Context: an optimization exercise on an open-source flow, tuned for small area and a short achievable clock period. The choices shown serve that exercise and are no tape-out recipe.
Only simulation tests tie the RTL to the original design; equivalence was not proved.
Power and IR drop assume default switching activity.

## flow/config.mk

```make
export PLATFORM = sky130hd
export DESIGN_NAME = issue_stage
export DESIGN_NICKNAME = issue_stage
export VERILOG_FILES = /design/flow/design.v
export SDC_FILE = /design/flow/constraint.sdc
export NUM_CORES = 4
export LEC_CHECK = 0
export CAP_MARGIN = 20
export CORE_AREA = 5 5 455 455
export DIE_AREA = 0 0 460 460
export SETUP_SLACK_MARGIN = 1.0
export SLEW_MARGIN = 20
```

## flow/constraint.sdc

```tcl
create_clock -name core_clock -period 25.0 [get_ports {clock}]
set_input_delay 5.0000 -clock core_clock [delete_from_list [all_inputs] [get_ports {clock}]]
set_output_delay 5.0000 -clock core_clock [all_outputs]
set_load 0.01 [all_outputs]
```

## flow/design.v

```verilog
`timescale 1ns/1ps
package issue_pkg;
    localparam int PHYS_REG_BITS = 6;
    localparam int NUM_PHYS_REGS = 1 << PHYS_REG_BITS;
    localparam logic [1:0] FU_NONE = 2'd0;
    localparam logic [1:0] FU_ALU  = 2'd1;
    localparam logic [1:0] FU_MULT = 2'd2;
    localparam logic       OPB_REG = 1'b0;
    localparam logic       OPB_IMM = 1'b1;
    localparam int ENTRY_BITS = 56;
    localparam int E_INST     = 0;
    localparam int E_OPB      = 32;
    localparam int E_KIND     = 33;
    localparam int E_DEST     = 35;
    localparam int E_RDY2     = 41;
    localparam int E_SRC2     = 42;
    localparam int E_RDY1     = 48;
    localparam int E_SRC1     = 49;
    localparam int E_VALID    = 55;
    localparam int I_FUNCT3   = 12;
    localparam int I_IMM      = 20;
    localparam int CDB_BITS   = 39;
    localparam int C_RESULT   = 0;
    localparam int C_REG      = 32;
    localparam int C_VALID    = 38;
    localparam int PKT_BITS   = 74;
    localparam int P_OPB      = 0;
    localparam int P_OPA      = 32;
    localparam int P_FUNC     = 64;
    localparam int P_DEST     = 67;
    localparam int P_VALID    = 73;
endpackage
`timescale 1ns/1ps
module ready_select (
    input  logic [447:0] rs_entries,
    input  logic [1:0]   mult_free,
    input  logic [1:0]   mult_cdb_req,
    output logic [15:0]  alu_sel,
    output logic [15:0]  mult_sel,
    output logic [1:0]   alu_valid,
    output logic [1:0]   unit_valid,
    output logic [7:0]   rs_issuing,
    output logic [1:0]   mult_cdb_gnt
);
    localparam int EB = issue_pkg::ENTRY_BITS;
    logic [7:0] alu_ready;
    logic [7:0] mult_ready;
    logic [7:0] alu_first, alu_second, mult_first, mult_second;
    for (genvar e = 0; e < 8; e++) begin : g_ready
        logic both_ready;
        logic [1:0] kind;
        assign kind = rs_entries[e*EB+issue_pkg::E_KIND +: 2];
        assign both_ready = rs_entries[e*EB+issue_pkg::E_VALID]
                            & rs_entries[e*EB+issue_pkg::E_RDY1]
                            & rs_entries[e*EB+issue_pkg::E_RDY2];
        assign alu_ready[e]  = both_ready & (kind == issue_pkg::FU_ALU);
        assign mult_ready[e] = both_ready & (kind == issue_pkg::FU_MULT);
    end
    always_comb begin
        logic a_one, a_two, m_one, m_two;
        a_one = 1'b0; a_two = 1'b0; m_one = 1'b0; m_two = 1'b0;
        for (int e = 0; e < 8; e++) begin
            alu_first[e]   = alu_ready[e] & ~a_one;
            alu_second[e]  = alu_ready[e] & a_one & ~a_two;
            mult_first[e]  = mult_ready[e] & ~m_one;
            mult_second[e] = mult_ready[e] & m_one & ~m_two;
            a_two = a_two | (a_one & alu_ready[e]);
            a_one = a_one | alu_ready[e];
            m_two = m_two | (m_one & mult_ready[e]);
            m_one = m_one | mult_ready[e];
        end
    end
    logic alu_any, alu_two, mult_any, mult_two;
    logic alu_ok0, alu_ok1;
    assign alu_any  = |alu_ready;
    assign alu_two  = |alu_second;
    assign mult_any = |mult_ready;
    assign mult_two = |mult_second;
    assign mult_cdb_gnt = mult_cdb_req;
    assign alu_ok0 = ~(mult_cdb_req[0] & mult_cdb_req[1]);
    assign alu_ok1 = ~(mult_cdb_req[0] | mult_cdb_req[1]);
    assign alu_sel   = {alu_second, alu_first};
    assign mult_sel  = {mult_free[0] ? mult_second : mult_first, mult_first};
    assign alu_valid = {alu_two & alu_ok1, alu_any & alu_ok0};
    assign unit_valid = {mult_free[1] & (mult_free[0] ? mult_two : mult_any),
                         mult_free[0] & mult_any};
    assign rs_issuing = (alu_first & {8{alu_ok0}})
                      | (alu_second & {8{alu_ok1}})
                      | (mult_first & {8{mult_free[0] | mult_free[1]}})
                      | (mult_second & {8{mult_free[0] & mult_free[1]}});
endmodule
`timescale 1ns/1ps
module issue_register (
    input  logic          clock,
    input  logic          reset,
    input  logic [447:0]  rs_entries,
    input  logic [77:0]   cdb,
    input  logic [15:0]   alu_sel,
    input  logic [15:0]   mult_sel,
    input  logic [1:0]    alu_valid,
    input  logic [1:0]    unit_valid,
    output logic [23:0]   alu_read_idx,
    output logic [23:0]   mult_read_idx,
    output logic [1:0]    held_alu_valid,
    output logic [11:0]   held_alu_dest,
    output logic [5:0]    held_alu_func,
    output logic [23:0]   held_alu_imm,
    output logic [7:0]    held_alu_code,
    output logic [1:0]    held_mult_valid,
    output logic [11:0]   held_mult_dest,
    output logic [5:0]    held_mult_func,
    output logic [7:0]    held_mult_code,
    output logic [63:0]   held_cdb_value
);
    localparam int EB = issue_pkg::ENTRY_BITS;
    localparam int CB = issue_pkg::CDB_BITS;
    function automatic logic [11:0] pick(input logic [7:0] sel, input int lsb, input int width);
        logic [11:0] v;
        v = '0;
        for (int e = 0; e < 8; e++) begin
            for (int b = 0; b < 12; b++) begin
                if (b < width) v[b] = v[b] | (sel[e] & rs_entries[e*EB+lsb+b]);
            end
        end
        pick = v;
    endfunction
    function automatic logic [1:0] src_code(input logic [5:0] r);
        logic m0, m1;
        m0 = cdb[issue_pkg::C_VALID] && cdb[issue_pkg::C_REG +: 6] == r;
        m1 = cdb[CB+issue_pkg::C_VALID] && cdb[CB+issue_pkg::C_REG +: 6] == r;
        src_code = {m1, m0 & ~m1};
    endfunction
    logic [11:0] alu_dest, mult_dest;
    logic [5:0]  alu_func, mult_func;
    logic [23:0] alu_imm;
    logic [1:0]  alu_opb;
    logic [7:0]  alu_code, mult_code;
    for (genvar k = 0; k < 2; k++) begin : g_slot
        assign alu_read_idx[k*12 +: 6]   = pick(alu_sel[k*8 +: 8], issue_pkg::E_SRC1, 6);
        assign alu_read_idx[k*12+6 +: 6] = pick(alu_sel[k*8 +: 8], issue_pkg::E_SRC2, 6);
        assign mult_read_idx[k*12 +: 6]   = pick(mult_sel[k*8 +: 8], issue_pkg::E_SRC1, 6);
        assign mult_read_idx[k*12+6 +: 6] = pick(mult_sel[k*8 +: 8], issue_pkg::E_SRC2, 6);
        assign alu_dest[k*6 +: 6]  = pick(alu_sel[k*8 +: 8], issue_pkg::E_DEST, 6);
        assign mult_dest[k*6 +: 6] = pick(mult_sel[k*8 +: 8], issue_pkg::E_DEST, 6);
        assign alu_func[k*3 +: 3]  = pick(alu_sel[k*8 +: 8], issue_pkg::E_INST+issue_pkg::I_FUNCT3, 3);
        assign mult_func[k*3 +: 3] = pick(mult_sel[k*8 +: 8], issue_pkg::E_INST+issue_pkg::I_FUNCT3, 3);
        assign alu_imm[k*12 +: 12] = pick(alu_sel[k*8 +: 8], issue_pkg::E_INST+issue_pkg::I_IMM, 12);
        assign alu_opb[k] = |(alu_sel[k*8 +: 8] & {rs_entries[7*EB+issue_pkg::E_OPB],
                                                   rs_entries[6*EB+issue_pkg::E_OPB],
                                                   rs_entries[5*EB+issue_pkg::E_OPB],
                                                   rs_entries[4*EB+issue_pkg::E_OPB],
                                                   rs_entries[3*EB+issue_pkg::E_OPB],
                                                   rs_entries[2*EB+issue_pkg::E_OPB],
                                                   rs_entries[1*EB+issue_pkg::E_OPB],
                                                   rs_entries[0*EB+issue_pkg::E_OPB]});
        assign alu_code[k*4 +: 2] = src_code(alu_read_idx[k*12 +: 6]);
        assign alu_code[k*4+2 +: 2] = alu_opb[k] ? 2'b11 : src_code(alu_read_idx[k*12+6 +: 6]);
        assign mult_code[k*4 +: 2] = src_code(mult_read_idx[k*12 +: 6]);
        assign mult_code[k*4+2 +: 2] = src_code(mult_read_idx[k*12+6 +: 6]);
    end
    always_ff @(posedge clock) begin
        if (reset) begin
            held_alu_valid <= '0;
            held_mult_valid <= '0;
        end else begin
            held_alu_valid <= alu_valid;
            held_mult_valid <= unit_valid;
        end
    end
    always_ff @(posedge clock) begin
        held_alu_dest <= alu_dest;
        held_alu_func <= alu_func;
        held_alu_imm <= alu_imm;
        held_alu_code <= alu_code;
        held_mult_dest <= mult_dest;
        held_mult_func <= mult_func;
        held_mult_code <= mult_code;
        held_cdb_value <= {cdb[CB+issue_pkg::C_RESULT +: 32], cdb[issue_pkg::C_RESULT +: 32]};
    end
endmodule
`timescale 1ns/1ps
module operand_route (
    input  logic [1:0]    held_alu_valid,
    input  logic [11:0]   held_alu_dest,
    input  logic [5:0]    held_alu_func,
    input  logic [23:0]   held_alu_imm,
    input  logic [7:0]    held_alu_code,
    input  logic [1:0]    held_mult_valid,
    input  logic [11:0]   held_mult_dest,
    input  logic [5:0]    held_mult_func,
    input  logic [7:0]    held_mult_code,
    input  logic [63:0]   held_cdb_value,
    input  logic [127:0]  alu_read_data,
    input  logic [127:0]  mult_read_data,
    output logic [147:0]  alu_packets,
    output logic [147:0]  mult_packets
);
    localparam int PB = issue_pkg::PKT_BITS;
    function automatic logic [31:0] operand(input logic [1:0] code, input logic [31:0] rf);
        operand = code[1] ? held_cdb_value[63:32] : code[0] ? held_cdb_value[31:0] : rf;
    endfunction
    function automatic logic [31:0] operand_b(input logic [1:0] code, input logic [31:0] rf,
                                              input logic [31:0] imm);
        case (code)
            2'b00: operand_b = rf;
            2'b01: operand_b = held_cdb_value[31:0];
            2'b10: operand_b = held_cdb_value[63:32];
            default: operand_b = imm;
        endcase
    endfunction
    for (genvar k = 0; k < 2; k++) begin : g_pkt
        logic [31:0] imm;
        assign imm = {{20{held_alu_imm[k*12+11]}}, held_alu_imm[k*12 +: 12]};
        assign alu_packets[k*PB+issue_pkg::P_VALID] = held_alu_valid[k];
        assign alu_packets[k*PB+issue_pkg::P_DEST +: 6] = held_alu_dest[k*6 +: 6];
        assign alu_packets[k*PB+issue_pkg::P_FUNC +: 3] = held_alu_func[k*3 +: 3];
        assign alu_packets[k*PB+issue_pkg::P_OPA +: 32] =
            operand(held_alu_code[k*4 +: 2], alu_read_data[k*64 +: 32]);
        assign alu_packets[k*PB+issue_pkg::P_OPB +: 32] =
            operand_b(held_alu_code[k*4+2 +: 2], alu_read_data[k*64+32 +: 32], imm);
        assign mult_packets[k*PB+issue_pkg::P_VALID] = held_mult_valid[k];
        assign mult_packets[k*PB+issue_pkg::P_DEST +: 6] = held_mult_dest[k*6 +: 6];
        assign mult_packets[k*PB+issue_pkg::P_FUNC +: 3] = held_mult_func[k*3 +: 3];
        assign mult_packets[k*PB+issue_pkg::P_OPA +: 32] =
            operand(held_mult_code[k*4 +: 2], mult_read_data[k*64 +: 32]);
        assign mult_packets[k*PB+issue_pkg::P_OPB +: 32] =
            operand(held_mult_code[k*4+2 +: 2], mult_read_data[k*64+32 +: 32]);
    end
endmodule
`timescale 1ns/1ps
module issue_stage (
    input  logic          clock,
    input  logic          reset,
    input  logic [447:0]  rs_entries,
    input  logic [63:0]   complete_list,
    input  logic [77:0]   cdb,
    input  logic [1:0]    mult_free,
    input  logic [1:0]    mult_cdb_req,
    output logic [23:0]   alu_read_idx,
    output logic [23:0]   mult_read_idx,
    input  logic [127:0]  alu_read_data,
    input  logic [127:0]  mult_read_data,
    output logic [7:0]    rs_issuing,
    output logic [1:0]    mult_cdb_gnt,
    output logic [147:0]  alu_packets,
    output logic [147:0]  mult_packets
);
    logic [15:0] alu_sel;
    logic [15:0] mult_sel;
    logic [1:0]  alu_valid;
    logic [1:0]  unit_valid;
    logic [1:0]  held_alu_valid;
    logic [11:0] held_alu_dest;
    logic [5:0]  held_alu_func;
    logic [23:0] held_alu_imm;
    logic [7:0]  held_alu_code;
    logic [1:0]  held_mult_valid;
    logic [11:0] held_mult_dest;
    logic [5:0]  held_mult_func;
    logic [7:0]  held_mult_code;
    logic [63:0] held_cdb_value;
    ready_select u_ready_select (
        .rs_entries(rs_entries),
        .mult_free(mult_free),
        .mult_cdb_req(mult_cdb_req),
        .alu_sel(alu_sel),
        .mult_sel(mult_sel),
        .alu_valid(alu_valid),
        .unit_valid(unit_valid),
        .rs_issuing(rs_issuing),
        .mult_cdb_gnt(mult_cdb_gnt)
    );
    issue_register u_issue_register (
        .clock(clock),
        .reset(reset),
        .rs_entries(rs_entries),
        .cdb(cdb),
        .alu_sel(alu_sel),
        .mult_sel(mult_sel),
        .alu_valid(alu_valid),
        .unit_valid(unit_valid),
        .alu_read_idx(alu_read_idx),
        .mult_read_idx(mult_read_idx),
        .held_alu_valid(held_alu_valid),
        .held_alu_dest(held_alu_dest),
        .held_alu_func(held_alu_func),
        .held_alu_imm(held_alu_imm),
        .held_alu_code(held_alu_code),
        .held_mult_valid(held_mult_valid),
        .held_mult_dest(held_mult_dest),
        .held_mult_func(held_mult_func),
        .held_mult_code(held_mult_code),
        .held_cdb_value(held_cdb_value)
    );
    operand_route u_operand_route (
        .held_alu_valid(held_alu_valid),
        .held_alu_dest(held_alu_dest),
        .held_alu_func(held_alu_func),
        .held_alu_imm(held_alu_imm),
        .held_alu_code(held_alu_code),
        .held_mult_valid(held_mult_valid),
        .held_mult_dest(held_mult_dest),
        .held_mult_func(held_mult_func),
        .held_mult_code(held_mult_code),
        .held_cdb_value(held_cdb_value),
        .alu_read_data(alu_read_data),
        .mult_read_data(mult_read_data),
        .alu_packets(alu_packets),
        .mult_packets(mult_packets)
    );
endmodule
```

## flow/run.sh

```bash
#!/bin/bash
# synth_recipe.tcl (not shown) runs the flow's synth.tcl, then flattens the netlist and writes it again
# the make line also repeats each setting of config.mk as NAME=value (left out here)
make -C /OpenROAD-flow-scripts/flow DESIGN_CONFIG=/design/flow/config.mk WORK_HOME=/design/flow/orfs CLKGATE_MAP_FILE= SYNTH_SCRIPT=/design/flow/synth_recipe.tcl finish
```

==> out/results.ini, run 1 <==
[outcome]
status = no timing/DRC/antenna violations

[floorplan]
core_um2 = 202000
die-area_um2 = 212000
die-width_um = 460
fp.dieH_um = 460
initial_core_util_pct = 8.21
ios = 1206
rows = 165

[cts]
cts_tree = done
cts_resized = 0
postCtsSetupRepairBufs = 0
clockBufferDepth = 2
clk_pin_slew_ps = 110
cts-root-buf = clkbuf_16
hold_buffers = 0
cts-buffers-inserted = 17
htree_num_levels = 4
cts_sinks = 144

[timing]
fin_setup_tns_ps = 0
max_clock_freq_mhz = 67.5
rsz0062_at_grt = false
setup-violations-final = 0
finalHoldViolCount = 0
slew_headroom_pct = 21.5
period_needed_ps = 14820
worst_pin_slew_ps = 1170
slew_viol_final = 0
finalCritPeriodShare_pct = 59.3

[route]
wl_met2_um = 82300
met3RoutedLength_um = 23400
postRouteAntennaNets = 0
remaining_drc_errors = 0
finalWirelength_um = 187000
drt_iter0_drc = 3396
viasPerCell = 4.30
top_layer = met5
wl_met1_um = 70500
drt_pre_antenna_iters = 10
wl_per_cell_um = 32.4
routed-via-count = 24900

[grt]
antenna_found_initial = 124
overflow = 0
gr-usage-all-layers_pct = 16.7
grt_max_degree = 75
grt_pass1_vias = 23500
grt_pass1_wl_um = 237000

[cells_and_area]
layout_common_cells = clkdlybuf4s50_1, nand2_1, o21ai_0, mux2i_1, dfxtp_1
layout_commonest_cell = clkdlybuf4s50_1
fin_area_um2 = 30600
drive_gt1_share_pct = 8.35
finalNetCount = 3882
area_delta_synth_final_pct = 84.6
fin_cells = 5784

[placement]
place_area_um2 = 29800
place_inst = 5682
dpl.hpwl_um = 155000
io_buffers = 1005
globalplace.congestion = 0.934

[logic_synthesis]
syn_area_per_cell_um2 = 7.70
synth.distinct_cells = 86
synth-main-ff-cell = dfxtp_1
muxShareOfSynthArea_pct = 20.3
synthAdderAreaFrac_pct = 0.302
synth_top_family_by_area = compound AO/OA/AOI/OAI gates
ys_seq_elements = 144
async_reset_ff_share_pct = 0
synth_edf_count = 0
synth-xor-area-share_pct = 4.81
syn_nets = 3006
synth_simple_gate_area_share_pct = 20.6
syn-cell-area_um2 = 16600
syn_inst = 2154
ys_warn_count = 3
synth_compound_area_share_pct = 30.9
seq_area_frac_synth_pct = 17.4

[critical_path]
critPathMaxFanout = 13
cp-end-kind = primary output
startpoint_type = input port
arrival_ps = 9820
crit_required_ps = 20000
path_class = input port to primary output

[power_and_ir_drop]
p_per_area_nw_per_um2 = 32.0
p_leak_uw = 0.00931
vdd_ir_drop_max_v = 0.0000598

[min_path]
hp-class = input port to register

[run]
max-cap-violations = 0

-- Yosys cell counts (all sizes together) (32+ instances only) --
| master | count | area (um^2) |
|---|---|---|
| a21oi | 63 | 319 |
| a221o | 63 | 631 |
| a221oi | 108 | 965 |
| a22oi | 62 | 465 |
| buf | 74 | 368 |
| clkbuf | 135 | 507 |
| dfxtp | 144 | 2880 |
| mux2i | 192 | 1920 |
| mux4 | 64 | 1440 |
| nand2 | 380 | 1440 |
| nand3 | 88 | 483 |
| nand4 | 32 | 213 |
| nor2 | 96 | 398 |
| o211ai | 38 | 300 |
| o21ai | 247 | 1240 |
| xnor2 | 64 | 561 |
-- power by group --
group	internal, uW	total [uW]	switching, uW
registers	239	273	33.5
clock network	153	321	168
logic	207	387	181
total	599	981	382
-- kinds of logic (layout without fill, tap and decap cells) --
family | Yosys count | count (layout)
adders and majority gates | 5 | 5
DFF | 144 | 144
and+or+nand+nor | 713 | 713
buffers and inverters | 232 | 1121
other | 0 | 69
xor gates and xnor gates | 91 | 91
muxes | 256 | 256
AOI/OAI and AO/OA | 713 | 713
-- worst max-delay path, stage by stage --
cell and delay, ps:
clkdlybuf4s50_1 460, and3_1 320, a21oi_2 960, nand3_1 460, o32a_1 320, a31oi_4 690, buf_4 380, a22o_1 330
or2_1 270, clkdlybuf4s50_1 600
-- flip-flops by register name, summed over array words and instances, names as in the netlist --
register / flops
u_issue_register.held_mult_code: 8
u_issue_register.held_alu_valid: 2
u_issue_register.held_alu_func: 6
u_issue_register.held_mult_valid: 2
u_issue_register.held_alu_imm: 24
u_issue_register.held_alu_dest: 12
u_issue_register.held_mult_func: 6
u_issue_register.held_cdb_value: 64
u_issue_register.held_mult_dest: 12
u_issue_register.held_alu_code: 8
-- metal layers --
metal / up-vias / GRT usage (%)
met1: 12000 / 19.3
met4: 64 / 8.63
met5: - / 0
met3: 483 / 7.46
li1: 10200 / -
met2: 2195 / 26.1
-- final timing paths --
kind  slack [ps]  cells past startpoint                                     endpoint      startpoint
max        10180                     10                            mult_read_idx[15]  rs_entries[55]
min         4880                      1  u_issue_register.held_cdb_value[11]$_DFF_P_         cdb[11]
-- area by class of cell --
cell class | instances | area [um^2]
diodes | 69 | 173
clock buffers | 17 | 425
clock inverters | 15 | 191
fillers | 22900 | 171000
inverters | 23 | 86.3
multi-input cells | 1778 | 12900
flip-flops and latches | 144 | 2940
well taps | 2672 | 3340
repair buffers | 1066 | 10500
-- stage by stage --
step / worst slack (ps) / power (uW) / util (%) / hold WS, ps
floorplan: 12810 / 377 / - / 5030
global placement: 10290 / 659 / 14.8 / 5450
detailed placement: 10310 / 661 / 14.8 / 5450
CTS: 10310 / 1010 / 15.1 / 4770
global route: 10290 / 1030 / 15.1 / 4800
finish: 10180 / 981 / 15.2 / 4880
==> run 2, diff against run 1 <==
==> flow/flow/run.sh (new file) <==
#!/bin/bash
# The standard layout, with plain buf_1 port buffers and timing repair aimed
# at a larger setup slack than the default.
set -euo pipefail
export BUFFER_PORTS_ARGS="-buffer_cell sky130_fd_sc_hd__buf_1"
if [[ -f flow/extra.env ]]; then
  set -a; source flow/extra.env; set +a
fi
bash standard.sh > standard.log 2>&1
==> flow/standard.sh (new file) <==
#!/bin/bash
# synth_recipe.tcl (not shown) runs the flow's synth.tcl, then flattens the netlist and writes it again
# the make line also repeats each setting of config.mk as NAME=value (left out here)
make -C /OpenROAD-flow-scripts/flow DESIGN_CONFIG=/design/flow/config.mk WORK_HOME=/design/flow/orfs CLKGATE_MAP_FILE= SYNTH_SCRIPT=/design/flow/synth_recipe.tcl "${@:-finish}"
removed: flow/run.sh
==> run 2 against run 1 <==
Compared with the run above:
- critical path type unchanged
- utilization decreased by 3.1 points
- non-clock buffer count fell by 5
- power shrank 15%
- still clean
==> out/results.ini, run 2 <==
[cells_and_area]
seqCellArea_um2 = 2950
regMostFlops = u_issue_register.held_cdb_value
layout_common_cells = buf_1, nand2_1, o21ai_0, mux2i_1, dfxtp_1
multi_input_area_um2 = 12900
layout_commonest_cell = buf_1
largest_register_ffs = 64
finalNetCount = 3877
area_delta_synth_final_pct = 46.2
drive_gt1_share_pct = 8.26
reg_top3 = u_issue_register.held_cdb_value (64), u_issue_register.held_alu_imm (24)
fillers = 23700

[logic_synthesis]
ys_warn_count = 3
yosys-top-cells-count = nand2_1, o21ai_0, mux2i_1
synth.distinct_cells = 86
yosysMostFrequentCell = nand2_1
syn_area_per_cell_um2 = 7.70
synth_edf_count = 0
syn_nets = 3006
synth_area_leaders = dfxtp_1, mux2i_1, mux4_2
yosysTopAreaCellShare_pct = 17.4
syn-cell-area_um2 = 16600
synth-main-ff-cell = dfxtp_1
ys_seq_elements = 144
async_reset_ff_share_pct = 0
seq_area_frac_synth_pct = 17.4
syn_inst = 2154
synth_top_area_cell = dfxtp_1

[critical_path]
worstPathCellList = buf_1 -> and3_1 -> a21oi_2 -> nand3_1 -> nor4b_4 -> a221o_1 -> a221oi_1 -> and4_1 -> nand2_1 -> buf_1
slowest_delay_ps = 1200
cpMostUsedCell = buf_1
path_class = input port to primary output
arrival_ps = 9140
cp-end-kind = primary output
cp_slowest_cell = nor4b_4
crit_required_ps = 20000
critPathMaxFanout = 13
startpoint_type = input port

[floorplan]
initial_core_util_pct = 8.21
rows = 165
ios = 1206
die-area_um2 = 212000
die-width_um = 460
fp.dieH_um = 460
core_um2 = 202000

[cts]
cts_tree = done
cts_resized = 0
cts-buffers-inserted = 17
postCtsSetupRepairBufs = 0
hold_buffers = 0
cts-root-buf = clkbuf_16
htree_num_levels = 4
cts_sinks = 144
clk_pin_slew_ps = 90
clockBufferDepth = 2

[route]
viasPerCell = 4.30
drt_iter0_drc = 3503
drt_pre_antenna_iters = 10
routed-via-count = 24900
finalWirelength_um = 181000
wl_per_cell_um = 31.3
postRouteAntennaNets = 0
remaining_drc_errors = 0

[power_and_ir_drop]
p_leak_uw = 0.00656
switching_share_pct = 44.5
power_frac_comb_pct = 31.6
seqPwrFrac_pct = 33.0
clkPwrFrac_pct = 35.4
internal_power_uw = 464
vdd_ir_drop_max_v = 0.0000615
p_sw_uw = 372
p_per_area_nw_per_um2 = 34.5

[placement]
dpl.hpwl_um = 151000
io_buffers = 1005
globalplace.congestion = 0.990
place_ws_ps = 11120

[timing]
fin_setup_tns_ps = 0
layout_setup_ws_ps = 10860
max_clock_freq_mhz = 70.7
period_needed_ps = 14140
finalCritPeriodShare_pct = 56.5
worst_pin_slew_ps = 1290
slew_headroom_pct = 13.8
setup-violations-final = 0
rsz0062_at_grt = false
slew_viol_final = 0
finalHoldViolCount = 0

[min_path]
hp-class = input port to register

[grt]
overflow = 0
grt_pass1_vias = 22300
antenna_found_initial = 158
grt_max_degree = 75
grt_pass1_wl_um = 226000
gr-usage-all-layers_pct = 16.1

[run]
max-cap-violations = 0

[outcome]
status = no timing/DRC/antenna violations

run 2: final timing paths:
kind / from / end / cells after the start
setup / recovery: rs_entries[55] / mult_read_idx[23] / 10
hold / removal: cdb[55] / u_issue_register.held_cdb_value[48]$_DFF_P_ / 1
run 2: through the flow:
| step | cell area [um^2] | power, uW | hold WS [ps] | util [%] | instances |
|---|---|---|---|---|---|
| detailed placement | 23500 | 541 | 5090 | 11.6 | 5677 |
| floorplan | 16600 | 377 | 5030 | - | 2154 |
| CTS | 24100 | 856 | 4450 | 11.9 | 5709 |
| global route | 24200 | 877 | 4470 | 12.0 | 5752 |
| finish | 24200 | 836 | 4550 | 12.0 | 5782 |
| global placement | 23500 | 540 | 5090 | 11.6 | 5677 |
run 2: layout make-up:
class	count	area share, %
Clock buffer	17	1.75
Antenna cell	72	0.743
Inverter	23	0.356
Tap cell	2672	13.8
Clock inverter	15	0.599
Sequential cell	144	12.1
Timing Repair Buffer	1061	17.3
Multi-Input combinational cell	1778	53.3
run 2: logic make-up after synthesis:
group / after synthesis / share of synthesized area [%]
flops: 144 / 17.4
mux: 256 / 20.3
simple gates: 713 / 20.6
fa+ha+maj: 5 / 0.302
compound gates: 713 / 30.9
xor+xnor: 91 / 4.81
buf+inv: 232 / 5.80
run 2: power groups by stage:
stage | Combinational, uW | Sequential [uW] | Clock (uW)
after floorplan | 121 | 256 | 0
after detailed placement | 258 | 283 | 0
after global placement | 257 | 283 | 0
after CTS | 259 | 277 | 319
after global routing | 278 | 278 | 320
final | 264 | 276 | 296
run 2: worst max-delay path: cells and delay by family:
kind	cells	cell delay, ps
buffers and inverters	2	370
AO/OA/AOI/OAI	3	1300
AND/OR/NAND/NOR	5	2430
run 2: layer usage:
layer | vias up | track usage (%) | part of all wire (%)
li1 | 10200 | - | -
met1 | 11700 | 18.6 | 37
met2 | 2432 | 24.0 | 42
met3 | 532 | 7.19 | 13
met4 | 62 | 10.5 | 7.5
met5 | - | 0 | 0.23
==> run 3, diff against run 2 <==
==> flow/flow/extra.env (new file) <==
SETUP_SLACK_MARGIN=13
--- a/flow/config.mk
+++ b/flow/config.mk
@@ -9,4 +9,3 @@
 export CORE_AREA = 5 5 455 455
 export DIE_AREA = 0 0 460 460
-export SETUP_SLACK_MARGIN = 1.0
 export SLEW_MARGIN = 20
==> run 3 against run 2 <==
Compared with the run above:
- still clean on timing, DRC and antenna
- hold slack got worse by 25 ps
- fmax grew 15%
- non-clock buffer count increased by 316
- cell count is 5.8% higher
- combinational power rose by 28%
- global-route usage is 1.9 points higher
- sequential share of layout area shrank 2.4 points
- via count is 10% higher
- die area unchanged
- critical path type unchanged
==> out/results.ini, run 3 <==
[cts]
cts_tree = done
cts_sinks = 144
clockBufferDepth = 2
cts-root-buf = clkbuf_16
hold_buffers = 0
htree_num_levels = 4
clk_pin_slew_ps = 110
cts-buffers-inserted = 17

[timing]
slew_headroom_pct = 29.0
rsz0062_at_grt = true
max_clock_freq_mhz = 81.0
whs_ps = 4520
worst_pin_slew_ps = 1060
period_needed_ps = 12340
setup-violations-final = 0
finalCritPeriodShare_pct = 49.4
finalHoldViolCount = 0
slew_viol_final = 0
fin_setup_tns_ps = 0

[floorplan]
ios = 1206
die-width_um = 460
initial_core_util_pct = 8.21
die-area_um2 = 212000
fp.dieH_um = 460
rows = 165
core_um2 = 202000

[min_path]
hp-class = input port to register

[route]
viasPerCell = 4.47
remaining_drc_errors = 0
wl_per_cell_um = 34.1
postRouteAntennaNets = 0
drt_pre_antenna_iters = 10
drt_iter0_drc = 4384
finalWirelength_um = 209000
routed-via-count = 27300

[critical_path]
cp_slowest_cell = a2111o_1
slowest_delay_ps = 540
crit_start = rs_entries[33]
crit_required_ps = 20000
cp-endpoint = mult_read_idx[15]
cpMostUsedCell = or2_4
path_depth = 9
critPathMaxFanout = 7
arrival_ps = 7340
critPathTopFamily = compound AO/OA/AOI/OAI gates
path_buf_inv = 2
path_class = input port to primary output
worstPathCellList = buf_2 -> nand2b_4 -> o211ai_4 -> a211oi_2 -> or2_4 -> a32o_4 -> a2111o_1 -> or2_4 -> buf_8
startpoint_type = input port
cp-end-kind = primary output

[logic_synthesis]
yosysTopAreaCellShare_pct = 17.4
syn_inst = 2154
syn-cell-area_um2 = 16600
yosys-top-cells-count = nand2_1, o21ai_0, mux2i_1
synth_area_leaders = dfxtp_1, mux2i_1, mux4_2
seq_area_frac_synth_pct = 17.4
async_reset_ff_share_pct = 0
syn_area_per_cell_um2 = 7.70
synth_edf_count = 0
ys_warn_count = 3
synth-main-ff-cell = dfxtp_1
synth_top_area_cell = dfxtp_1
syn_nets = 3006
synth.distinct_cells = 86
ys_seq_elements = 144
yosysMostFrequentCell = nand2_1

[cells_and_area]
fin_cells = 6120
drive_gt1_share_pct = 24.5
reg_top3 = u_issue_register.held_cdb_value (64), u_issue_register.held_alu_imm (24)
layout_common_cells = buf_1, nand2_1, buf_4, o21ai_0, mux2i_1
largest_register_ffs = 64
finalNetCount = 4195
area_delta_synth_final_pct = 81.0
fillers = 23100
regMostFlops = u_issue_register.held_cdb_value
layout_commonest_cell = buf_1

[grt]
overflow = 0
gr-usage-met3_pct = 10.8
grt_pass1_vias = 23700
grt_pass1_wl_um = 249000
gr-usage-met2_pct = 26.7
grtUsageMet1_pct = 20.4
gr-usage-all-layers_pct = 18.0
antenna_found_initial = 188
busiest_layer = met2
grt_max_degree = 72

[placement]
globalplace.congestion = 0.977
place_inst = 5667
io_buffers = 1005
dpl.hpwl_um = 157000

[power_and_ir_drop]
p_leak_uw = 0.00956
p_per_area_nw_per_um2 = 31.2
vdd_ir_drop_max_v = 0.0000643

[run]
max-cap-violations = 0

[outcome]
status = no timing/DRC/antenna violations

==> run 3: cell counts after synthesis <==
No cell type changed its count.
==> run 3: logic make-up after synthesis <==
family / after synthesis / share of synthesized area [%]
multiplexers: 256 / 20.3
AND/OR/NAND/NOR: 713 / 20.6
flip-flops: 144 / 17.4
adder cells (fa/ha/maj): 5 / 0.302
XOR/XNOR: 91 / 4.81
AO/OA/AOI/OAI: 713 / 30.9
buffers and inverters: 232 / 5.80
==> run 3: routing by layer <==
metal | up-vias | share of wire [%]
li1 | 10800 | -
met1 | 12800 | 35
met2 | 2813 | 42
met3 | 812 | 16
met4 | 92 | 6.8
met5 | - | 0.37
==> run 3: report_power, final <==
| group | switching, uW | total [uW] | internal [uW] |
|---|---|---|---|
| logic | 204 | 338 | 134 |
| clock network | 172 | 318 | 146 |
| registers | 39.5 | 279 | 239 |
| total | 416 | 935 | 519 |
==> run 3: worst min path at each step <==
stage / end / startpoint / cells past startpoint / slack [ps]
finish: u_issue_register.held_cdb_value[11]$_DFF_P_ / cdb[11] / 1 / 4520
global route: u_issue_register.held_cdb_value[49]$_DFF_P_ / cdb[56] / 1 / 4460
CTS: u_issue_register.held_cdb_value[11]$_DFF_P_ / cdb[11] / 1 / 4420
detailed placement: u_issue_register.held_cdb_value[62]$_DFF_P_ / cdb[69] / 1 / 5090
global placement: u_issue_register.held_cdb_value[29]$_DFF_P_ / cdb[29] / 1 / 5090
floorplan: u_issue_register.held_cdb_value[0]$_DFF_P_ / cdb[0] / 0 / 5030
==> run 3: per-stage QoR <==
stage / utilization (%) / worst slack, ps / power [uW] / area [um^2]
6_report: 14.9 / 12660 / 935 / 30000
3_5_place_dp: 11.6 / 11030 / 553 / 23400
2_1_floorplan: - / 12960 / 378 / 16600
3_3_place_gp: 11.6 / 11030 / 551 / 23400
4_1_cts: 13.7 / 12740 / 926 / 27700
5_1_grt: 14.8 / 12680 / 975 / 29900
==> run 3: timing repair <==
action,4_1_cts,5_1_grt
resized for setup,450,242
setup buffers,180,125
cloned,14,10
pin swaps,122,133
endpoints found under the setup margin,54,53
==> run 3: cell type report <==
type                            count  area [um^2]  share of cell area, %
Multi-Input combinational cell   1780        14300                   47.7
Inverter                           23          105                  0.350
Clock buffer                       18          439                   1.46
Clock inverter                     14          164                  0.546
Tap cell                         2672         3340                   11.1
Antenna cell                       92          230                  0.767
Sequential cell                   144         2940                   9.80
Timing Repair Buffer             1377         8470                   28.2
==> run 4, diff against run 3 <==
--- a/flow/design.v
+++ b/flow/design.v
@@ -106,9 +106,9 @@
     output logic [5:0]    held_alu_func,
     output logic [23:0]   held_alu_imm,
-    output logic [7:0]    held_alu_code,
+    output logic [13:0]   held_alu_code,
     output logic [1:0]    held_mult_valid,
     output logic [11:0]   held_mult_dest,
     output logic [5:0]    held_mult_func,
-    output logic [7:0]    held_mult_code,
+    output logic [11:0]   held_mult_code,
     output logic [63:0]   held_cdb_value
 );
@@ -125,9 +125,9 @@
         pick = v;
     endfunction
-    function automatic logic [1:0] src_code(input logic [5:0] r);
+    function automatic logic [2:0] src_sel(input logic [5:0] r);
         logic m0, m1;
         m0 = cdb[issue_pkg::C_VALID] && cdb[issue_pkg::C_REG +: 6] == r;
         m1 = cdb[CB+issue_pkg::C_VALID] && cdb[CB+issue_pkg::C_REG +: 6] == r;
-        src_code = {m1, m0 & ~m1};
+        src_sel = {m1, m0 & ~m1, ~m0 & ~m1};
     endfunction
     logic [11:0] alu_dest, mult_dest;
@@ -135,5 +135,6 @@
     logic [23:0] alu_imm;
     logic [1:0]  alu_opb;
-    logic [7:0]  alu_code, mult_code;
+    logic [13:0] alu_code;
+    logic [11:0] mult_code;
     for (genvar k = 0; k < 2; k++) begin : g_slot
         assign alu_read_idx[k*12 +: 6]   = pick(alu_sel[k*8 +: 8], issue_pkg::E_SRC1, 6);
@@ -154,8 +155,8 @@
                                                    rs_entries[1*EB+issue_pkg::E_OPB],
                                                    rs_entries[0*EB+issue_pkg::E_OPB]});
-        assign alu_code[k*4 +: 2] = src_code(alu_read_idx[k*12 +: 6]);
-        assign alu_code[k*4+2 +: 2] = alu_opb[k] ? 2'b11 : src_code(alu_read_idx[k*12+6 +: 6]);
-        assign mult_code[k*4 +: 2] = src_code(mult_read_idx[k*12 +: 6]);
-        assign mult_code[k*4+2 +: 2] = src_code(mult_read_idx[k*12+6 +: 6]);
+        assign alu_code[k*7 +: 3] = src_sel(alu_read_idx[k*12 +: 6]);
+        assign alu_code[k*7+3 +: 4] = alu_opb[k] ? 4'b1000 : {1'b0, src_sel(alu_read_idx[k*12+6 +: 6])};
+        assign mult_code[k*6 +: 3] = src_sel(mult_read_idx[k*12 +: 6]);
+        assign mult_code[k*6+3 +: 3] = src_sel(mult_read_idx[k*12+6 +: 6]);
     end
     always_ff @(posedge clock) begin
@@ -185,9 +186,9 @@
     input  logic [5:0]    held_alu_func,
     input  logic [23:0]   held_alu_imm,
-    input  logic [7:0]    held_alu_code,
+    input  logic [13:0]   held_alu_code,
     input  logic [1:0]    held_mult_valid,
     input  logic [11:0]   held_mult_dest,
     input  logic [5:0]    held_mult_func,
-    input  logic [7:0]    held_mult_code,
+    input  logic [11:0]   held_mult_code,
     input  logic [63:0]   held_cdb_value,
     input  logic [127:0]  alu_read_data,
@@ -197,15 +198,8 @@
 );
     localparam int PB = issue_pkg::PKT_BITS;
-    function automatic logic [31:0] operand(input logic [1:0] code, input logic [31:0] rf);
-        operand = code[1] ? held_cdb_value[63:32] : code[0] ? held_cdb_value[31:0] : rf;
-    endfunction
-    function automatic logic [31:0] operand_b(input logic [1:0] code, input logic [31:0] rf,
-                                              input logic [31:0] imm);
-        case (code)
-            2'b00: operand_b = rf;
-            2'b01: operand_b = held_cdb_value[31:0];
-            2'b10: operand_b = held_cdb_value[63:32];
-            default: operand_b = imm;
-        endcase
+    function automatic logic [31:0] operand(input logic [2:0] sel, input logic [31:0] rf);
+        operand = ({32{sel[0]}} & rf)
+                | ({32{sel[1]}} & held_cdb_value[31:0])
+                | ({32{sel[2]}} & held_cdb_value[63:32]);
     endfunction
     for (genvar k = 0; k < 2; k++) begin : g_pkt
@@ -216,14 +210,15 @@
         assign alu_packets[k*PB+issue_pkg::P_FUNC +: 3] = held_alu_func[k*3 +: 3];
         assign alu_packets[k*PB+issue_pkg::P_OPA +: 32] =
-            operand(held_alu_code[k*4 +: 2], alu_read_data[k*64 +: 32]);
+            operand(held_alu_code[k*7 +: 3], alu_read_data[k*64 +: 32]);
         assign alu_packets[k*PB+issue_pkg::P_OPB +: 32] =
-            operand_b(held_alu_code[k*4+2 +: 2], alu_read_data[k*64+32 +: 32], imm);
+            operand(held_alu_code[k*7+3 +: 3], alu_read_data[k*64+32 +: 32])
+            | ({32{held_alu_code[k*7+6]}} & imm);
         assign mult_packets[k*PB+issue_pkg::P_VALID] = held_mult_valid[k];
         assign mult_packets[k*PB+issue_pkg::P_DEST +: 6] = held_mult_dest[k*6 +: 6];
         assign mult_packets[k*PB+issue_pkg::P_FUNC +: 3] = held_mult_func[k*3 +: 3];
         assign mult_packets[k*PB+issue_pkg::P_OPA +: 32] =
-            operand(held_mult_code[k*4 +: 2], mult_read_data[k*64 +: 32]);
+            operand(held_mult_code[k*6 +: 3], mult_read_data[k*64 +: 32]);
         assign mult_packets[k*PB+issue_pkg::P_OPB +: 32] =
-            operand(held_mult_code[k*4+2 +: 2], mult_read_data[k*64+32 +: 32]);
+            operand(held_mult_code[k*6+3 +: 3], mult_read_data[k*64+32 +: 32]);
     end
 endmodule
@@ -254,9 +249,9 @@
     logic [5:0]  held_alu_func;
     logic [23:0] held_alu_imm;
-    logic [7:0]  held_alu_code;
+    logic [13:0] held_alu_code;
     logic [1:0]  held_mult_valid;
     logic [11:0] held_mult_dest;
     logic [5:0]  held_mult_func;
-    logic [7:0]  held_mult_code;
+    logic [11:0] held_mult_code;
     logic [63:0] held_cdb_value;
     ready_select u_ready_select (
==> flow/flow/extra.env (replaced) <==
SETUP_SLACK_MARGIN=12.2
==> run 4 against run 3 <==
Compared with the run above:
- wire length down 1.6%
- via count decreased by 4.6%
- die area unchanged
- sequential power is 3% higher
- design area shrank 20%
- synthesized area is 6.6% lower
- critical path type unchanged
==> out/results.ini, run 4 <==
[outcome]
status = no timing/DRC/antenna violations

[timing]
slew_viol_final = 0
finalHoldViolCount = 0
period_needed_ps = 12820
setup-violations-final = 0
fin_setup_tns_ps = 0
finalCritPeriodShare_pct = 51.3
max_clock_freq_mhz = 78.0
layout_setup_ws_ps = 12180
slew_headroom_pct = 32.7
rsz0062_at_grt = false
worst_pin_slew_ps = 1000

[cts]
cts_sinks = 154
htree_num_levels = 4
cts_tree = done
cts-root-buf = clkbuf_16
hold_buffers = 0
clockBufferDepth = 2
cts-buffers-inserted = 17
clk_pin_slew_ps = 90

[power_and_ir_drop]
vdd_ir_drop_max_v = 0.0000631
switching_share_pct = 44.2
p_leak_uw = 0.00866
power_uw = 877
internal_power_uw = 489
seqPwrFrac_pct = 32.9
p_sw_uw = 388
clkPwrFrac_pct = 34.5
p_per_area_nw_per_um2 = 36.6
power_frac_comb_pct = 32.6

[cells_and_area]
drive_gt1_share_pct = 9.52
layout_commonest_cell = buf_1
fillers = 23600
finalNetCount = 3853
reg_top3 = u_issue_register.held_cdb_value (64), u_issue_register.held_alu_imm (24), u_issue_register.held_alu_code (14)
fin_cells = 5769
largest_register_ffs = 64
area_delta_synth_final_pct = 54.8
final_core_util_pct = 11.9
regMostFlops = u_issue_register.held_cdb_value
layout_common_cells = buf_1, a222oi_1, inv_1, nand2_1, a22oi_1

[placement]
place_ws_ps = 10660
dpl.hpwl_um = 162000
globalplace.congestion = 0.956
io_buffers = 1005
place_inst = 5615

[logic_synthesis]
syn-cell-area_um2 = 15500
yosysMostFrequentCell = a222oi_1
seq_area_frac_synth_pct = 19.9
syn_nets = 2982
syn_area_per_cell_um2 = 7.27
synth_top_area_cell = dfxtp_1
async_reset_ff_share_pct = 0
synth.distinct_cells = 77
ys_seq_elements = 154
syn_inst = 2130
synth_edf_count = 0
synth_area_leaders = dfxtp_1, a222oi_1, a221o_1
ys_warn_count = 3
yosysTopAreaCellShare_pct = 19.9
yosys-top-cells-count = a222oi_1, inv_1, nand2_1
synth-main-ff-cell = dfxtp_1

[grt]
grt_max_degree = 50
overflow = 0
gr-usage-all-layers_pct = 18.2
grt_pass1_wl_um = 252000
antenna_found_initial = 180
grt_pass1_vias = 23200

[floorplan]
initial_core_util_pct = 7.67
rows = 165
ios = 1206
die-area_um2 = 212000
die-width_um = 460
fp.dieH_um = 460
core_um2 = 202000

[critical_path]
cp-end-kind = primary output
crit_required_ps = 20000
path_class = input port to primary output
arrival_ps = 7820
critPathMaxFanout = 44
startpoint_type = input port

[run]
max-cap-violations = 0

[route]
remaining_drc_errors = 0
viasPerCell = 4.52
routed-via-count = 26100
drt_pre_antenna_iters = 17
wl_per_cell_um = 35.6
finalWirelength_um = 205000
postRouteAntennaNets = 0
drt_iter0_drc = 5908

[min_path]
hp-class = input port to register

run 4: cell count changes in the layout (fill, tap and decap cells not counted), sizes merged, moves of 41 or more:
| cell | previous run | this run |
|---|---|---|
| buf | 1350 | 1118 |
| a222oi | 31 | 257 |
| inv | 31 | 232 |
| mux2i | 192 | 1 |
| o21ai | 247 | 85 |
| nand2 | 381 | 222 |
| a22oi | 62 | 145 |
| a221oi | 108 | 43 |
| mux4 | 64 | 0 |
| a221o | 63 | 110 |
| nand3 | 88 | 129 |
run 4: area by class of cell:
class | count | area (um^2) | area share, %
tap | 2672 | 3340 | 14.0
clock buffer | 18 | 429 | 1.79
antenna | 83 | 208 | 0.867
clock inverter | 14 | 153 | 0.637
multi-input combinational | 1480 | 11000 | 45.8
timing repair buffer | 1123 | 4900 | 20.4
inverter | 225 | 845 | 3.53
sequential | 154 | 3110 | 13.0
run 4: what timing repair did:
| item | in CTS | in global routing |
|---|---|---|
| endpoints found under the setup margin | 52 | 28 |
| cloned | 3 | 1 |
| setup buffers | 21 | 14 |
| pin swaps | 15 | 4 |
| resized for setup | 86 | 38 |
run 4: logic make-up (layout without fill, tap and decap cells):
| family | count (synthesis) | count (layout) | synth area share, % |
|---|---|---|---|
| compound gates | 810 | 810 | 44.3 |
| simple gates | 567 | 568 | 17.6 |
| buf+inv | 497 | 1380 | 12.4 |
| flops | 154 | 154 | 19.9 |
| xor+xnor | 97 | 97 | 5.49 |
| fa+ha+maj | 4 | 4 | 0.267 |
| mux | 1 | 1 | 0.0647 |
| other cells | 0 | 83 | 0 |
run 4: per-stage QoR:
step / area (um^2) / hold WS [ps]
5_1_grt: 23900 / 4480
3_3_place_gp: 22300 / 5090
2_1_floorplan: 15500 / 5030
3_5_place_dp: 22300 / 5090
6_report: 24000 / 4550
4_1_cts: 23500 / 4460
run 4: final timing paths:
path	cells after the start	from	end	slack, ps
setup / recovery	14	rs_entries[41]	alu_read_idx[12]	12180
hold / removal	1	cdb[9]	u_issue_register.held_cdb_value[9]$_DFF_P_	4550
run 4: worst max-delay path, stage by stage:
cell and delay [ps]:
buf_1 110, and3_1 210, buf_8 170, nand2_2 100, buf_12 280, nand2_1 270, a21o_1 300, a21oi_4 250
buf_4 250, a22o_1 220, a211oi_4 60, buf_12 150, inv_1 40, buf_1 360
run 4: power groups by stage:
| stage | clock network (uW) | logic, uW | registers [uW] |
|---|---|---|---|
| after floorplan | 0 | 121 | 267 |
| after global placement | 0 | 270 | 293 |
| after detailed placement | 0 | 271 | 293 |
| after CTS | 323 | 278 | 287 |
| after global routing | 327 | 299 | 289 |
| final | 302 | 286 | 288 |
run 4: routing by layer:
| metal | routed length (um) | up-vias | GRT usage (%) | part of all wire, % |
|---|---|---|---|---|
| li1 | - | 10300 | - | - |
| met1 | 69900 | 12200 | 19.4 | 34 |
| met2 | 93900 | 2824 | 30.2 | 46 |
| met3 | 26300 | 717 | 7.78 | 13 |
| met4 | 14700 | 60 | 10.6 | 7.2 |
| met5 | 352 | - | 0.0230 | 0.17 |
==> run 5, diff against run 4 <==
--- a/flow/flow/run.sh
+++ b/flow/flow/run.sh
@@ -4,6 +4,7 @@
 set -euo pipefail
 export BUFFER_PORTS_ARGS="-buffer_cell sky130_fd_sc_hd__buf_1"
+export PLACE_PINS_ARGS="-min_distance 1 -min_distance_in_tracks"
 if [[ -f flow/extra.env ]]; then
   set -a; source flow/extra.env; set +a
 fi
-bash standard.sh > standard.log 2>&1
+bash standard.sh "$@" > standard.log 2>&1
--- a/flow/config.mk
+++ b/flow/config.mk
@@ -7,5 +7,5 @@
 export LEC_CHECK = 0
 export CAP_MARGIN = 20
-export CORE_AREA = 5 5 455 455
-export DIE_AREA = 0 0 460 460
+export CORE_AREA = 5 5 235 235
+export DIE_AREA = 0 0 240 240
 export SLEW_MARGIN = 20
==> run 5 against run 4 <==
Compared with the run above:
- hold slack gained 64 ps
- synthesized area unchanged
- clock power decreased by 8.6%
- critical path type unchanged
- critical endpoint is now mult_read_idx[19]
- largest power group is now registers
- highest routed layer unchanged
==> out/results.ini, run 5 <==
[outcome]
status = no timing/DRC/antenna violations

[power_and_ir_drop]
switching_share_pct = 40.8
seqPwrFrac_pct = 35.0
clkPwrFrac_pct = 34.1
p_per_area_nw_per_um2 = 38.8
internal_power_uw = 480
p_sw_uw = 330
power_uw = 810
power_frac_comb_pct = 30.9
p_leak_uw = 0.00835
vdd_ir_drop_max_v = 0.0000503

[cells_and_area]
finalNetCount = 3804
seqCellArea_um2 = 3110
layout_common_cells = buf_1, a222oi_1, inv_1, nand2_1, a22oi_1
area_delta_synth_final_pct = 35.0
drive_gt1_share_pct = 7.25
largest_register_ffs = 64
regMostFlops = u_issue_register.held_cdb_value
multi_input_area_um2 = 11000
layout_commonest_cell = buf_1
reg_top3 = u_issue_register.held_cdb_value (64), u_issue_register.held_alu_imm (24), u_issue_register.held_alu_code (14)
fillers = 5832

[floorplan]
rows = 84
die-area_um2 = 57600
fp.dieH_um = 240
initial_core_util_pct = 29.5
core_um2 = 52400
die-width_um = 240
ios = 1206

[timing]
worst_pin_slew_ps = 1090
max_clock_freq_mhz = 77.4
period_needed_ps = 12920
setup-violations-final = 0
finalHoldViolCount = 0
slew_headroom_pct = 27.5
fin_setup_tns_ps = 0
rsz0062_at_grt = false
slew_viol_final = 0
layout_setup_ws_ps = 12080
finalCritPeriodShare_pct = 51.7

[grt]
gr-usage-all-layers_pct = 37.7
antenna_found_initial = 57
overflow = 0
grt_max_degree = 45
grt_pass1_wl_um = 162000
grt_pass1_vias = 23500

[route]
wl_per_cell_um = 32.3
drt_pre_antenna_iters = 17
routed-via-count = 25300
postRouteAntennaNets = 0
drt_iter0_drc = 5214
finalWirelength_um = 120000
viasPerCell = 6.84
remaining_drc_errors = 0

[logic_synthesis]
synth_area_leaders = dfxtp_1, a222oi_1, a221o_1
yosysMostFrequentCell = a222oi_1
syn_nets = 2982
ys_seq_elements = 154
ys_warn_count = 3
synth_edf_count = 0
syn_area_per_cell_um2 = 7.27
syn_inst = 2130
seq_area_frac_synth_pct = 19.9
synth.distinct_cells = 77
syn-cell-area_um2 = 15500
async_reset_ff_share_pct = 0
yosys-top-cells-count = a222oi_1, inv_1, nand2_1
yosysTopAreaCellShare_pct = 19.9
synth_top_area_cell = dfxtp_1
synth-main-ff-cell = dfxtp_1

[placement]
globalplace.congestion = 1.07
io_buffers = 1005
dpl.hpwl_um = 86600
place_ws_ps = 10970

[cts]
cts-root-buf = clkbuf_16
clockBufferDepth = 2
clk_pin_slew_ps = 80
cts_tree = done
cts_sinks = 154
htree_num_levels = 4
cts-buffers-inserted = 17
hold_buffers = 0

[run]
max-cap-violations = 0

[critical_path]
arrival_ps = 7920
cp-end-kind = primary output
startpoint_type = input port
path_class = input port to primary output
critPathMaxFanout = 32
crit_required_ps = 20000

[min_path]
hp-class = input port to register

[run 5: cell counts after synthesis]
Identical to the previous run, type by type.
[run 5: layer usage]
| layer | part of all wire (%) | track usage (%) | vias up |
|---|---|---|---|
| met5 | 0.20 | 0.758 | - |
| li1 | - | - | 10100 |
| met2 | 41 | 55.7 | 2752 |
| met1 | 32 | 42.7 | 11800 |
| met3 | 18 | 18.0 | 673 |
| met4 | 8.2 | 25.9 | 32 |
[run 5: kinds of logic after synthesis]
kind of cell / share of synthesized area [%]
compound gates: 44.3
xor+xnor: 5.49
fa+ha+maj: 0.267
buf+inv: 12.4
flops: 19.9
mux: 0.0647
simple gates: 17.6
[run 5: through the flow]
stage | area (um^2) | util (%) | cells | hold slack, ps
global placement | 19500 | 37.2 | 3593 | 5090
global route | 20800 | 39.7 | 3686 | 4590
CTS | 20500 | 39.1 | 3643 | 4570
detailed placement | 19500 | 37.2 | 3593 | 5090
finish | 20900 | 39.8 | 3708 | 4610
floorplan | 15500 | - | 2130 | 5030
[run 5: area by class of cell]
cell class	count	area share (%)
multi-input cells	1482	52.5
repair buffers	1071	20.9
flip-flops and latches	154	14.9
well taps	688	4.12
inverters	225	4.06
clock buffers	17	2.04
clock inverters	15	0.904
diodes	55	0.659
repair inverters	1	0.0240
[run 5: path summary, 6_finish.rpt]
check	from	end	slack (ps)	cells past startpoint
setup / recovery	mult_free[0]	mult_read_idx[19]	12080	10
hold / removal	cdb[47]	u_issue_register.held_cdb_value[40]$_DFF_P_	4610	1
[run 5: power by group through the flow]
stage / Sequential (uW) / Combinational (uW) / Clock, uW
3_3_place_gp: 287 / 230 / 0
3_5_place_dp: 287 / 231 / 0
5_1_grt: 283 / 262 / 291
2_1_floorplan: 267 / 121 / 0
4_1_cts: 281 / 236 / 283
6_report: 283 / 250 / 276
[run 5: repair_timing]
| item | 4_1_cts | 5_1_grt |
|---|---|---|
| buffers inserted | 14 | 10 |
| cloned | 4 | 0 |
| resized for setup | 56 | 44 |
| pin swaps | 9 | 4 |
| endpoints found under the setup margin | 52 | 35 |
[run 5: critical path, cell delays in order]
cell        delay, ps
buf_1              80
clkbuf_8          320
clkinvlp_4        280
buf_4             220
nand4_1           220
a31oi_4           300
a221o_1           380
a221oi_1          430
o211ai_1          440
buf_1             240

[static timing again, ports no longer ideal]
In the flow no input, the clock included, has a driving cell. The finished layouts below were timed again as built, in two steps.
Step 1 assumes that a clkbuf_16 drives the clock port and a buf_2 every other input.
Step 2, shift: input delay + t, output delay - t, t = (earliest + latest rising clock arrival at the registers) / 2. This alone moves slack from input paths to output paths.
Three values: ideal ports, drivers, drivers and shift; two values: the first two.
| run | shift t [ns] | slack for setup (ns) | worst register clock-pin slew, ns | worst data-port slew with drivers (ns) |
|---|---|---|---|---|
| run 1 | 0.617 | 10.179 / 10.155 / 10.155 | 0.11 / 0.11 | 0.30 |
| run 2 | 0.608 | 10.864 / 10.842 / 10.842 | 0.10 / 0.10 | 0.31 |
| run 3 | 0.635 | 12.656 / 12.600 / 12.600 | 0.11 / 0.11 | 0.31 |
| run 4 | 0.607 | 12.176 / 12.154 / 12.154 | 0.09 / 0.09 | 0.30 |
| run 5 | 0.531 | 12.075 / 12.050 / 12.050 | 0.10 / 0.10 | 0.19 |
After both steps setup and hold are still met in every run listed. For run 3, which loses most, drivers alone change the setup slack by -0.056 ns; drivers and shift together by -0.056 ns.
